From an optimization exercise on the open Yosys and OpenROAD flow, aimed at small area; shortcuts taken in it are not production practice.
Only simulation tests tie the RTL to the original design; equivalence was not proved.
Power is estimated from default activity; no workload was simulated.

==> job 6530: inputs <==
==> flow/design.v <==
`default_nettype none
package link_pkg;
	localparam int BLOCK_W    = 128;
	localparam int KEY_W      = 128;
	localparam int IV_W       = 64;
	localparam int LOAD_BITS  = BLOCK_W + KEY_W + IV_W;
	localparam int SYNC_COUNT = 10;
	localparam int LED_W      = 16;
	typedef logic [BLOCK_W-1:0] block_t;
	typedef logic [KEY_W-1:0]   key_t;
	typedef logic [IV_W-1:0]    iv_t;
	typedef logic [LED_W-1:0]   led_word_t;
	typedef logic [8:0]         load_count_t;
	typedef logic [7:0]         send_count_t;
	typedef struct packed {
		block_t pt;
		key_t   key;
		iv_t    iv;
	} cipher_in_t;
	typedef enum logic [7:0] {
		SEL_PT7  = 8'b1000_0000, SEL_PT6  = 8'b1100_0000,
		SEL_PT5  = 8'b1110_0000, SEL_PT4  = 8'b1111_0000,
		SEL_PT3  = 8'b1111_1000, SEL_PT2  = 8'b1111_1100,
		SEL_PT1  = 8'b1111_1110, SEL_PT0  = 8'b1111_1111,
		SEL_KEY7 = 8'b0111_1111, SEL_KEY6 = 8'b0011_1111,
		SEL_KEY5 = 8'b0001_1111, SEL_KEY4 = 8'b0000_1111,
		SEL_KEY3 = 8'b0000_0111, SEL_KEY2 = 8'b0000_0011,
		SEL_KEY1 = 8'b0000_0001, SEL_KEY0 = 8'b0000_0000,
		SEL_IV3  = 8'b1010_0000, SEL_IV2  = 8'b1011_0000,
		SEL_IV1  = 8'b1011_1000, SEL_IV0  = 8'b1011_1100,
		SEL_CT7  = 8'b1001_0000, SEL_CT6  = 8'b1001_1000,
		SEL_CT5  = 8'b1001_1100, SEL_CT4  = 8'b1001_1110,
		SEL_CT3  = 8'b1001_1111, SEL_CT2  = 8'b1000_1000,
		SEL_CT1  = 8'b1000_1100, SEL_CT0  = 8'b1000_1110
	} led_sel_e;
	typedef enum logic [2:0] {
		SRC_NONE,
		SRC_PT,
		SRC_KEY,
		SRC_IV,
		SRC_CT
	} led_src_e;
	typedef struct packed {
		led_src_e   src;
		logic [2:0] word;
	} led_pick_t;
	typedef enum logic {
		LOAD_IDLE,
		LOAD_ACKED
	} loader_state_e;
	typedef enum logic {
		SEND_IDLE,
		SEND_REQUESTING
	} sender_state_e;
endpackage
`default_nettype wire
`timescale 1ns/10ps
`default_nettype none
module level_filter (
	input  wire  clk,
	input  wire  rst,
	input  wire  line,
	output logic stable_high,
	output logic stable_low
);
	logic       level;
	logic [3:0] cnt;
	logic       full;
	assign full        = (cnt == 4'(link_pkg::SYNC_COUNT));
	assign stable_high = full && level;
	assign stable_low  = full && !level;
	always_ff @(posedge clk or posedge rst)
	begin
		if (rst)
		begin
			level <= 1'b0;
			cnt   <= '0;
		end
		else if (line != level)
		begin
			level <= line;
			cnt   <= 4'd1;
		end
		else if (!full)
		begin
			cnt <= cnt + 4'd1;
		end
	end
endmodule
module level_filter_high (
	input  wire  clk,
	input  wire  rst,
	input  wire  line,
	output logic stable_high
);
	logic [3:0] high_cnt;
	assign stable_high = (high_cnt == 4'(link_pkg::SYNC_COUNT));
	always_ff @(posedge clk or posedge rst)
	begin
		if (rst)
		begin
			high_cnt <= '0;
		end
		else if (!line)
		begin
			high_cnt <= '0;
		end
		else if (!stable_high)
		begin
			high_cnt <= high_cnt + 4'd1;
		end
	end
endmodule
`default_nettype wire
`timescale 1ns/10ps
`default_nettype none
module bit_loader (
	input  wire                      clk,
	input  wire                      rst,
	input  wire                      req_high,
	input  wire                      req_low,
	input  wire                      data_in,
	output logic                     ack_out,
	output link_pkg::cipher_in_t     cipher_in
);
	link_pkg::loader_state_e         state;
	link_pkg::load_count_t           count;
	logic                            take_bit;
	logic                            shift_pending;
	logic                            last_bit;
	assign take_bit = (state == link_pkg::LOAD_IDLE) && req_high
		&& (count < link_pkg::load_count_t'(link_pkg::LOAD_BITS));
	assign ack_out = (state == link_pkg::LOAD_ACKED);
	always_ff @(posedge clk or posedge rst)
	begin
		if (rst)
		begin
			state <= link_pkg::LOAD_IDLE;
			count <= '0;
		end
		else
		begin
			case (state)
				link_pkg::LOAD_IDLE:
				begin
					if (take_bit)
					begin
						state <= link_pkg::LOAD_ACKED;
						count <= count + 9'd1;
					end
				end
				link_pkg::LOAD_ACKED:
				begin
					if (req_low)
					begin
						state <= link_pkg::LOAD_IDLE;
					end
				end
				default:
				begin
					state <= link_pkg::LOAD_IDLE;
				end
			endcase
		end
	end
	always_ff @(posedge clk or posedge rst)
	begin
		if (rst)
		begin
			shift_pending <= 1'b0;
		end
		else
		begin
			shift_pending <= take_bit;
		end
	end
	always_ff @(posedge clk)
	begin
		last_bit <= data_in;
	end
	always_ff @(posedge clk or posedge rst)
	begin
		if (rst)
		begin
			cipher_in <= '0;
		end
		else if (shift_pending)
		begin
			cipher_in <= {cipher_in[link_pkg::LOAD_BITS-2:0], last_bit};
		end
	end
endmodule
`default_nettype wire
`timescale 1ns/10ps
`default_nettype none
module block_sender (
	input  wire                    clk,
	input  wire                    rst,
	input  wire                    ct_valid_high,
	input  wire                    ack_high,
	input  wire                    ack_low,
	input  wire link_pkg::block_t  ct,
	output logic                   req_out,
	output logic                   ct_bit
);
	link_pkg::sender_state_e       state;
	link_pkg::send_count_t         count;
	logic                          start_bit;
	assign start_bit = (state == link_pkg::SEND_IDLE) && ct_valid_high && ack_low
		&& (count < link_pkg::send_count_t'(link_pkg::BLOCK_W));
	assign req_out = (state == link_pkg::SEND_REQUESTING);
	always_ff @(posedge clk or posedge rst)
	begin
		if (rst)
		begin
			state  <= link_pkg::SEND_IDLE;
			count  <= '0;
			ct_bit <= 1'b0;
		end
		else
		begin
			case (state)
				link_pkg::SEND_IDLE:
				begin
					if (start_bit)
					begin
						state  <= link_pkg::SEND_REQUESTING;
						ct_bit <= ct[count[$clog2(link_pkg::BLOCK_W)-1:0]];
					end
				end
				link_pkg::SEND_REQUESTING:
				begin
					if (ack_high)
					begin
						state <= link_pkg::SEND_IDLE;
						count <= count + 8'd1;
					end
				end
				default:
				begin
					state <= link_pkg::SEND_IDLE;
				end
			endcase
		end
	end
endmodule
`default_nettype wire
`timescale 1ns/10ps
`default_nettype none
module led_readout (
	input  wire                        clk,
	input  wire                        rst,
	input  wire link_pkg::led_sel_e    led_sel,
	input  wire link_pkg::cipher_in_t  cipher_in,
	input  wire link_pkg::block_t      ct,
	output link_pkg::led_word_t        led_data
);
	link_pkg::led_pick_t   pick;
	link_pkg::led_word_t   slice;
	always_comb
	begin
		case (led_sel)
			link_pkg::SEL_PT7:  pick = {link_pkg::SRC_PT, 3'd7};
			link_pkg::SEL_PT6:  pick = {link_pkg::SRC_PT, 3'd6};
			link_pkg::SEL_PT5:  pick = {link_pkg::SRC_PT, 3'd5};
			link_pkg::SEL_PT4:  pick = {link_pkg::SRC_PT, 3'd4};
			link_pkg::SEL_PT3:  pick = {link_pkg::SRC_PT, 3'd3};
			link_pkg::SEL_PT2:  pick = {link_pkg::SRC_PT, 3'd2};
			link_pkg::SEL_PT1:  pick = {link_pkg::SRC_PT, 3'd1};
			link_pkg::SEL_PT0:  pick = {link_pkg::SRC_PT, 3'd0};
			link_pkg::SEL_KEY7: pick = {link_pkg::SRC_KEY, 3'd7};
			link_pkg::SEL_KEY6: pick = {link_pkg::SRC_KEY, 3'd6};
			link_pkg::SEL_KEY5: pick = {link_pkg::SRC_KEY, 3'd5};
			link_pkg::SEL_KEY4: pick = {link_pkg::SRC_KEY, 3'd4};
			link_pkg::SEL_KEY3: pick = {link_pkg::SRC_KEY, 3'd3};
			link_pkg::SEL_KEY2: pick = {link_pkg::SRC_KEY, 3'd2};
			link_pkg::SEL_KEY1: pick = {link_pkg::SRC_KEY, 3'd1};
			link_pkg::SEL_KEY0: pick = {link_pkg::SRC_KEY, 3'd0};
			link_pkg::SEL_IV3:  pick = {link_pkg::SRC_IV, 3'd3};
			link_pkg::SEL_IV2:  pick = {link_pkg::SRC_IV, 3'd2};
			link_pkg::SEL_IV1:  pick = {link_pkg::SRC_IV, 3'd1};
			link_pkg::SEL_IV0:  pick = {link_pkg::SRC_IV, 3'd0};
			link_pkg::SEL_CT7:  pick = {link_pkg::SRC_CT, 3'd7};
			link_pkg::SEL_CT6:  pick = {link_pkg::SRC_CT, 3'd6};
			link_pkg::SEL_CT5:  pick = {link_pkg::SRC_CT, 3'd5};
			link_pkg::SEL_CT4:  pick = {link_pkg::SRC_CT, 3'd4};
			link_pkg::SEL_CT3:  pick = {link_pkg::SRC_CT, 3'd3};
			link_pkg::SEL_CT2:  pick = {link_pkg::SRC_CT, 3'd2};
			link_pkg::SEL_CT1:  pick = {link_pkg::SRC_CT, 3'd1};
			link_pkg::SEL_CT0:  pick = {link_pkg::SRC_CT, 3'd0};
			default:            pick = {link_pkg::SRC_NONE, 3'd0};
		endcase
	end
	always_comb
	begin
		case (pick.src)
			link_pkg::SRC_PT:  slice = cipher_in.pt[pick.word*link_pkg::LED_W +: link_pkg::LED_W];
			link_pkg::SRC_KEY: slice = cipher_in.key[pick.word*link_pkg::LED_W +: link_pkg::LED_W];
			link_pkg::SRC_IV:  slice = cipher_in.iv[pick.word[1:0]*link_pkg::LED_W +: link_pkg::LED_W];
			link_pkg::SRC_CT:  slice = ct[pick.word*link_pkg::LED_W +: link_pkg::LED_W];
			default:           slice = '0;
		endcase
	end
	always_ff @(posedge clk or posedge rst)
	begin
		if (rst)
		begin
			led_data <= '0;
		end
		else
		begin
			led_data <= slice;
		end
	end
endmodule
`default_nettype wire
`timescale 1ns/10ps
`default_nettype none
module link_top (
	input  wire                     clk,
	input  wire                     rst,
	input  wire                     req_in,
	input  wire                     data_in,
	output logic                    ack_out,
	input  wire                     ct_valid,
	input  wire                     ack_in,
	output logic                    req_out,
	output logic                    ct_bit,
	input  wire  [7:0]              led_sel,
	output link_pkg::led_word_t     led_data,
	output link_pkg::cipher_in_t    cipher_in,
	input  wire link_pkg::block_t   ct
);
	logic                  req_high;
	logic                  req_low;
	logic                  ack_high;
	logic                  ack_low;
	logic                  ct_valid_high;
	link_pkg::led_sel_e    led_code;
	assign led_code = link_pkg::led_sel_e'(led_sel);
	level_filter req_filter_i (
		.clk         (clk),
		.rst         (rst),
		.line        (req_in),
		.stable_high (req_high),
		.stable_low  (req_low)
	);
	level_filter ack_filter_i (
		.clk         (clk),
		.rst         (rst),
		.line        (ack_in),
		.stable_high (ack_high),
		.stable_low  (ack_low)
	);
	level_filter_high ct_valid_filter_i (
		.clk         (clk),
		.rst         (rst),
		.line        (ct_valid),
		.stable_high (ct_valid_high)
	);
	bit_loader bit_loader_i (
		.clk       (clk),
		.rst       (rst),
		.req_high  (req_high),
		.req_low   (req_low),
		.data_in   (data_in),
		.ack_out   (ack_out),
		.cipher_in (cipher_in)
	);
	block_sender block_sender_i (
		.clk           (clk),
		.rst           (rst),
		.ct_valid_high (ct_valid_high),
		.ack_high      (ack_high),
		.ack_low       (ack_low),
		.ct            (ct),
		.req_out       (req_out),
		.ct_bit        (ct_bit)
	);
	led_readout led_readout_i (
		.clk       (clk),
		.rst       (rst),
		.led_sel   (led_code),
		.cipher_in (cipher_in),
		.ct        (ct),
		.led_data  (led_data)
	);
endmodule
`default_nettype wire
==> flow/run.sh <==
#!/bin/bash
# synth_recipe.tcl (not shown) runs the flow's synth.tcl, then flattens the netlist and writes it again
# the make line also repeats each setting of config.mk as NAME=value (left out here)
make -C /OpenROAD-flow-scripts/flow DESIGN_CONFIG=/design/flow/config.mk WORK_HOME=/design/flow/orfs CLKGATE_MAP_FILE= SYNTH_SCRIPT=/design/flow/synth_recipe.tcl finish
==> flow/config.mk <==
export PLATFORM = sky130hd
export DESIGN_NAME = link_top
export DESIGN_NICKNAME = link_top
export VERILOG_FILES = /design/flow/design.v
export SDC_FILE = /design/flow/constraint.sdc
export NUM_CORES = 4
export LEC_CHECK = 0
export CAP_MARGIN = 20
export CORE_MARGIN = 2
export CORE_UTILIZATION = 40
export SLEW_MARGIN = 20
==> flow/constraint.sdc <==
create_clock -name core_clock -period 5.0 [get_ports {clk}]
set_input_delay 1.0000 -clock core_clock [delete_from_list [all_inputs] [get_ports {clk}]]
set_output_delay 1.0000 -clock core_clock [all_outputs]
set_load 0.01 [all_outputs]
==> job 7620: changes against job 6530 <==
--- a/flow/design.v
+++ b/flow/design.v
@@ -64,49 +64,36 @@
 	output logic stable_low
 );
-	logic       level;
-	logic [3:0] cnt;
-	logic       full;
-	assign full        = (cnt == 4'(link_pkg::SYNC_COUNT));
-	assign stable_high = full && level;
-	assign stable_low  = full && !level;
+	logic [3:0] high_cnt;
+	logic [3:0] low_cnt;
+	assign stable_high = (high_cnt == 4'(link_pkg::SYNC_COUNT));
+	assign stable_low  = (low_cnt == 4'(link_pkg::SYNC_COUNT));
 	always_ff @(posedge clk or posedge rst)
 	begin
 		if (rst)
 		begin
-			level <= 1'b0;
-			cnt   <= '0;
+			high_cnt <= '0;
 		end
-		else if (line != level)
+		else if (!line)
 		begin
-			level <= line;
-			cnt   <= 4'd1;
+			high_cnt <= '0;
 		end
-		else if (!full)
+		else if (!stable_high)
 		begin
-			cnt <= cnt + 4'd1;
+			high_cnt <= high_cnt + 4'd1;
 		end
 	end
-endmodule
-module level_filter_high (
-	input  wire  clk,
-	input  wire  rst,
-	input  wire  line,
-	output logic stable_high
-);
-	logic [3:0] high_cnt;
-	assign stable_high = (high_cnt == 4'(link_pkg::SYNC_COUNT));
 	always_ff @(posedge clk or posedge rst)
 	begin
 		if (rst)
 		begin
-			high_cnt <= '0;
+			low_cnt <= '0;
 		end
-		else if (!line)
+		else if (line)
 		begin
-			high_cnt <= '0;
+			low_cnt <= '0;
 		end
-		else if (!stable_high)
+		else if (!stable_low)
 		begin
-			high_cnt <= high_cnt + 4'd1;
+			low_cnt <= low_cnt + 4'd1;
 		end
 	end
@@ -126,7 +113,6 @@
 	link_pkg::loader_state_e         state;
 	link_pkg::load_count_t           count;
+	logic [link_pkg::LOAD_BITS-1:0]  frame;
 	logic                            take_bit;
-	logic                            shift_pending;
-	logic                            last_bit;
 	assign take_bit = (state == link_pkg::LOAD_IDLE) && req_high
 		&& (count < link_pkg::load_count_t'(link_pkg::LOAD_BITS));
@@ -168,15 +154,11 @@
 		if (rst)
 		begin
-			shift_pending <= 1'b0;
+			frame <= '0;
 		end
-		else
+		else if (take_bit)
 		begin
-			shift_pending <= take_bit;
+			frame <= {frame[link_pkg::LOAD_BITS-2:0], data_in};
 		end
 	end
-	always_ff @(posedge clk)
-	begin
-		last_bit <= data_in;
-	end
 	always_ff @(posedge clk or posedge rst)
 	begin
@@ -185,7 +167,7 @@
 			cipher_in <= '0;
 		end
-		else if (shift_pending)
+		else
 		begin
-			cipher_in <= {cipher_in[link_pkg::LOAD_BITS-2:0], last_bit};
+			cipher_in <= frame;
 		end
 	end
@@ -353,9 +335,10 @@
 		.stable_low  (ack_low)
 	);
-	level_filter_high ct_valid_filter_i (
+	level_filter ct_valid_filter_i (
 		.clk         (clk),
 		.rst         (rst),
 		.line        (ct_valid),
-		.stable_high (ct_valid_high)
+		.stable_high (ct_valid_high),
+		.stable_low  ()
 	);
 	bit_loader bit_loader_i (
==> comparison table <==
| quantity | job 6530 | job 7620 |
|---|---|---|
| Power drawn by the sequential cells | 3.06 mW | 5.66 mW |
| Status | complete, no violations | complete, no violations |
| Critical-path cell with the highest stage delay | and3_2 | a2111oi_0 |
| Most common cell after layout, fill and taps aside | clkdlybuf4s50_1 | dfrtp_1 |
| Area of the core | 0.0463 mm² | 0.0675 mm² |
| Data required time at the worst endpoint | 5440 ps | 5550 ps |
| Die ar. | 0.0484 mm² | 0.0707 mm² |
| Max frequency | 240 MHz | 231 MHz |
| Power group with the highest consumption | the clock network | sequential cells |
| Worst path setup slack after routing | 828 ps | 669 ps |
| Clock-net power | 3.21 mW | 5.66 mW |
| Reg2reg start | block_sender_i.count[0]$_DFFE_PP0P_ | block_sender_i.count[1]$_DFFE_PP0P_ |
| Minimum period implied by the final worst setup slack | 4170 ps | 4330 ps |
| Multiplexer share of the synthesized area | 0.264 | 0.185 |
| Non-clock buffer share of cell area | 0.205 | 0.154 |
| Proportion of synthesized chip area in sequential cells | 0.498 | 0.635 |
| Post-synthesis register bit count | 372 | 696 |
| Hold Crit Depth | 1 | 0 |

==> static timing again, ports no longer ideal <==
How much do the figures lean on ideal ports? The routed layouts below were timed once more, with nothing changed but the port constraints. Step 1 (the two cells are an assumption about what drives the block):
set clk [get_ports {clk}]
set_driving_cell -lib_cell sky130_fd_sc_hd__clkbuf_16 $clk
set_driving_cell -lib_cell sky130_fd_sc_hd__buf_2 [delete_from_list [all_inputs] $clk]
Step 2, shift: input delay + t, output delay - t, t = (earliest + latest rising clock arrival at the registers) / 2. This alone moves slack from input paths to output paths. Slacks: ideal / step 1 / step 2; pairs: ideal / step 1.
run | t, ns | setup WS [ns] | hold WS [ns] | latest minus earliest clock arrival (ns)
job 6530 | 0.629 | 0.828 / 0.847 / 0.219 | 0.460 / 0.460 / 0.460 | 0.025 / 0.025
job 7620 | 0.677 | 0.669 / 0.696 / 0.020 | 0.373 / 0.373 / 0.373 | 0.019 / 0.019
After both steps every run listed still meets setup and hold. For job 7620, which loses most, drivers alone change the setup slack by +0.027 ns; drivers and shift together by -0.649 ns.
